From an optimization exercise on the open Yosys and OpenROAD flow, aimed at small area; shortcuts taken in it are not production practice.
Power is estimated from default activity; no workload was simulated.

run A:
// usb_ep0_ctrl
module usb_ep0_ctrl (
	input  wire        clk,
	input  wire        rst_n,
	input  wire        request_active,
	input  wire [7:0]  setup_bm_request_type,
	input  wire [7:0]  setup_b_request,
	input  wire [15:0] setup_w_value,
	input  wire [15:0] setup_w_index,
	input  wire [15:0] setup_w_length,
	input  wire        in_ready,
	output wire [31:0] in_data,
	output wire        in_wren,
	output wire        in_commit,
	output wire [10:0] in_commit_len,
	input  wire [31:0] out_data,
	input  wire [10:0] out_len,
	input  wire        out_has_data,
	output wire        out_rden,
	output wire        out_ack,
	output logic [7:0] current_config_value,
	output logic       intf_strobe,
	output logic [15:0] intf_num,
	output logic [15:0] intf_alt
);
	localparam logic [1:0] src_descr = 2'd0;
	localparam logic [1:0] src_config = 2'd1;
	localparam logic [1:0] src_status = 2'd2;
	localparam logic [1:0] src_probe = 2'd3;
	wire is_std = setup_bm_request_type[6:5] == 2'b00;
	wire is_class = setup_bm_request_type[6:5] == 2'b01;
	wire probe_ctl = setup_w_value[15:8] == 8'h01;
	wire [7:0] breq = setup_b_request;
	logic       u1_enable, u2_enable, ltm_enable, remote_wakeup;
	logic       probe_arm;
	logic       has_src;
	logic [1:0] src_c;
	logic [5:0] nat_len;
	logic [4:0] base_c;
	always_comb begin
		has_src = 1'b0;
		src_c = src_descr;
		nat_len = '0;
		base_c = '0;
		if (is_std && breq == 8'h06) begin
			has_src = 1'b1;
			src_c = src_descr;
			case (setup_w_value[15:8])
				8'd1: begin base_c = 5'd0; nat_len = 6'(16'd18); end
				8'd2: begin base_c = 5'd5; nat_len = 6'(16'd25); end
				8'd3: begin
					case (setup_w_value[7:0])
						8'd0: begin base_c = 5'd12; nat_len = 6'(16'd4); end
						8'd1: begin base_c = 5'd13; nat_len = 6'(16'd10); end
						8'd2: begin base_c = 5'd16; nat_len = 6'(16'd10); end
						default: ;
					endcase
				end
				8'd15: begin base_c = 5'd19; nat_len = 6'(16'd22); end
  ...
Settings: LEC_CHECK=0, CAP_MARGIN=20, CORE_MARGIN=2, CORE_UTILIZATION=40, CTS_BUF_LIST=sky130_fd_sc_hd__clkbuf_16, CTS_CLUSTER_DIAMETER=60, CTS_CLUSTER_SIZE=30, SLEW_MARGIN=20; clock period 10.0 ns.
run.sh (not shown) runs the stock make flow with config.mk's settings and CLKGATE_MAP_FILE= SYNTH_SCRIPT=/design/flow/synth_recipe.tcl, a recipe that flattens the netlist after the stock synthesis.
Run A completed end to end with timing, DRC and antenna clean.
#### Input delta (run B over run A)
# run A
export LEC_CHECK = 0
export CAP_MARGIN = 20
export CORE_MARGIN = 2
export CORE_UTILIZATION = 40
export CTS_BUF_LIST = sky130_fd_sc_hd__clkbuf_16
export CTS_CLUSTER_DIAMETER = 60
export CTS_CLUSTER_SIZE = 30
export SLEW_MARGIN = 20
create_clock -name core_clock -period 10.0 [get_ports {clk}]
# run B
export LEC_CHECK = 0
export CAP_MARGIN = 20
export CORE_MARGIN = 2
export CORE_UTILIZATION = 65
export PLACE_DENSITY = 0.75
export SLEW_MARGIN = 20
create_clock -name core_clock -period 10.0 [get_ports {clk}]
==> flow/flow/run.sh (new file) <==
#!/bin/bash
# The standard layout, with the port buffers made from the smallest
# buffer cell and a clock tree without dummy balancing loads.
set -euo pipefail
export BUFFER_PORTS_ARGS="-buffer_cell sky130_fd_sc_hd__buf_1"
export CTS_ARGS="-sink_clustering_enable -repair_clock_nets -dont_use_dummy_load -buf_list sky130_fd_sc_hd__clkbuf_8 -sink_clustering_size 20 -sink_clustering_max_diameter 50"
bash standard.sh > standard.log 2>&1
==> flow/standard.sh (new file) <==
#!/bin/bash
# synth_recipe.tcl (not shown) runs the flow's synth.tcl, then flattens the netlist and writes it again
# the make line also repeats each setting of config.mk as NAME=value (left out here)
make -C /OpenROAD-flow-scripts/flow DESIGN_CONFIG=/design/flow/config.mk WORK_HOME=/design/flow/orfs CLKGATE_MAP_FILE= SYNTH_SCRIPT=/design/flow/synth_recipe.tcl "${@:-finish}"
removed: flow/run.sh
### Flow results
Delta (run B minus run A): setup slack climbed 510 ps, amount of wire on met3 after detailed routing dropped about 1%, number of stages on the worst setup path dropped 1.
Edits applied to the flow inputs when going from run B to run C:
# run B
export LEC_CHECK = 0
export CAP_MARGIN = 20
export CORE_MARGIN = 2
export CORE_UTILIZATION = 65
export PLACE_DENSITY = 0.75
export SLEW_MARGIN = 20
create_clock -name core_clock -period 10.0 [get_ports {clk}]
# run C
export LEC_CHECK = 0
export CAP_MARGIN = 20
export CORE_MARGIN = 2
export CORE_UTILIZATION = 40
export CTS_BUF_LIST = sky130_fd_sc_hd__clkbuf_8
export CTS_CLUSTER_DIAMETER = 50
export CTS_CLUSTER_SIZE = 20
export SLEW_MARGIN = 20
create_clock -name core_clock -period 10.0 [get_ports {clk}]
==> flow/run.sh (new file) <==
#!/bin/bash
# synth_recipe.tcl (not shown) runs the flow's synth.tcl, then flattens the netlist and writes it again
# the make line also repeats each setting of config.mk as NAME=value (left out here)
make -C /OpenROAD-flow-scripts/flow DESIGN_CONFIG=/design/flow/config.mk WORK_HOME=/design/flow/orfs CLKGATE_MAP_FILE= SYNTH_SCRIPT=/design/flow/synth_recipe.tcl finish
removed: flow/flow/run.sh
removed: flow/standard.sh
[summary]
- Run C against run B: via count grew by 78; total length of routed wires grew by 12%; post-layout worst setup margin shrank by 600 ps.
- Summary of the comparison: clock distribution area overhead in the final layout is higher in run C, relative to run B.
- Height of the die: run C and run B compared, lower one is run B
- Going from run B to run C, tap cell count grew by more than half.
- When the final numbers for run C and run B were put side by side, the total cell area at the placement stage turned out to be smaller in run B.
diff inputs: run C => run D
# run C
export LEC_CHECK = 0
export CAP_MARGIN = 20
export CORE_MARGIN = 2
export CORE_UTILIZATION = 40
export CTS_BUF_LIST = sky130_fd_sc_hd__clkbuf_8
export CTS_CLUSTER_DIAMETER = 50
export CTS_CLUSTER_SIZE = 20
export SLEW_MARGIN = 20
create_clock -name core_clock -period 10.0 [get_ports {clk}]
# run D
export LEC_CHECK = 0
export CAP_MARGIN = 20
export CORE_MARGIN = 2
export CORE_UTILIZATION = 40
export CTS_BUF_LIST = sky130_fd_sc_hd__clkbuf_16
export CTS_CLUSTER_DIAMETER = 60
export CTS_CLUSTER_SIZE = 30
export SLEW_MARGIN = 20
create_clock -name core_clock -period 10.0 [get_ports {clk}]
==> flow/flow/run.sh (new file) <==
#!/bin/bash
# The standard layout, with the port buffers made from the smallest
# buffer cell instead of the one buffer_ports picks by itself.
set -euo pipefail
export BUFFER_PORTS_ARGS="-buffer_cell sky130_fd_sc_hd__buf_1"
bash standard.sh > standard.log 2>&1
==> flow/standard.sh (new file) <==
#!/bin/bash
# synth_recipe.tcl (not shown) runs the flow's synth.tcl, then flattens the netlist and writes it again
# the make line also repeats each setting of config.mk as NAME=value (left out here)
make -C /OpenROAD-flow-scripts/flow DESIGN_CONFIG=/design/flow/config.mk WORK_HOME=/design/flow/orfs CLKGATE_MAP_FILE= SYNTH_SCRIPT=/design/flow/synth_recipe.tcl "${@:-finish}"
removed: flow/run.sh
Results
As far as maximum frequency is concerned, run D and run C perform about the same. On run D: total routing usage reported by global routing is 0.53 points lower than what run C gave. Compared run D against run C; number of filler cells placed in the layout within noise. On total number of H-tree levels, run D and run C are neck and neck. Diff run C -> run D: total number of vias lower; peak supply drop increased 0.023 mV. The run showing the smaller number of DRC markers in iteration 0 is run D. Delta (run D minus run C): count of clock-buffer cells in the layout went down; number of iterations in the first detailed-routing pass now smaller; non-clock buffer count in the final layout went down about 1.5%. Going from run C to run D, the total met2 wirelength after detailed routing was found to have gone down by about 3%.
For run E, these inputs were changed with respect to run D:
# run D
export LEC_CHECK = 0
export CAP_MARGIN = 20
export CORE_MARGIN = 2
export CORE_UTILIZATION = 40
export CTS_BUF_LIST = sky130_fd_sc_hd__clkbuf_16
export CTS_CLUSTER_DIAMETER = 60
export CTS_CLUSTER_SIZE = 30
export SLEW_MARGIN = 20
create_clock -name core_clock -period 10.0 [get_ports {clk}]
# run E
export LEC_CHECK = 0
export CAP_MARGIN = 20
export CORE_MARGIN = 2
export CORE_UTILIZATION = 65
export PLACE_DENSITY = 0.75
export SLEW_MARGIN = 20
create_clock -name core_clock -period 10.0 [get_ports {clk}]
-- flow/flow/run.sh --
<<< run D, line 3
# buffer cell instead of the one buffer_ports picks by itself.
>>> run E, line 3
# buffer cell and a clock tree without dummy balancing loads.
<<< run D, line 6
>>> run E, line 6
export CTS_ARGS="-sink_clustering_enable -repair_clock_nets -dont_use_dummy_load -buf_list sky130_fd_sc_hd__clkbuf_4 -sink_clustering_size 12 -sink_clustering_max_diameter 40"
--- outcome ---
Run D → run E: number of antenna violations at the first check in global routing now smaller, share of total power in the clock network lower, area of the multi-input gates did not really move, worst setup slack has increased, proportion of cell area spent on the clock network -4.3 points.
Looking at routed wire length across both flows, run E is the stronger of the two, with run D trailing.
In run E, the maximum number of pins on one net before global-route repair came out 40 above the value in run D.
Growth of design area from synthesis to finish: lower on run E
Re cell area: run E is about 6% down on run D.
Compared with run D, run E shows share of cell area taken by multi-input logic gates higher by 1.1 points.
No functional check of the RTL was part of any run of this note.

-- static timing again, ports no longer ideal --
The results above use ideal ports. As a check the final layouts listed here were re-extracted and re-timed, cells and wires unchanged.
Step 1, drivers: a clkbuf_16 drives clk and a buf_2 each remaining input, both assumed.
Step 2 adds t to the input delays and takes it off the output delays; t is the mean of the earliest and latest rising clock arrival at the registers after step 1. Input paths then give back, and output paths get back, about the clock's delay inside the block.
a / b / c = ideal / step 1 / step 2; a / b = the first two.
run | t, ns | setup slack, ns | worst register clock-pin slew, ns | cell pins on the clock port's net
run A | 0.641 | 3.573 / 3.512 / 3.313 | 0.11 / 0.11 | 1
run B | 0.631 | 4.087 / 4.038 / 3.816 | 0.11 / 0.11 | 1
run C | 0.726 | 3.483 / 3.431 / 3.322 | 0.12 / 0.12 | 1
run D | 0.649 | 3.494 / 3.436 / 3.540 | 0.10 / 0.10 | 1
run E | 0.750 | 3.939 / 3.888 / 3.808 | 0.12 / 0.12 | 1
After both steps every run listed still meets setup and hold. For run B, which loses most, drivers alone change the setup slack by -0.049 ns; drivers and shift together by -0.271 ns.
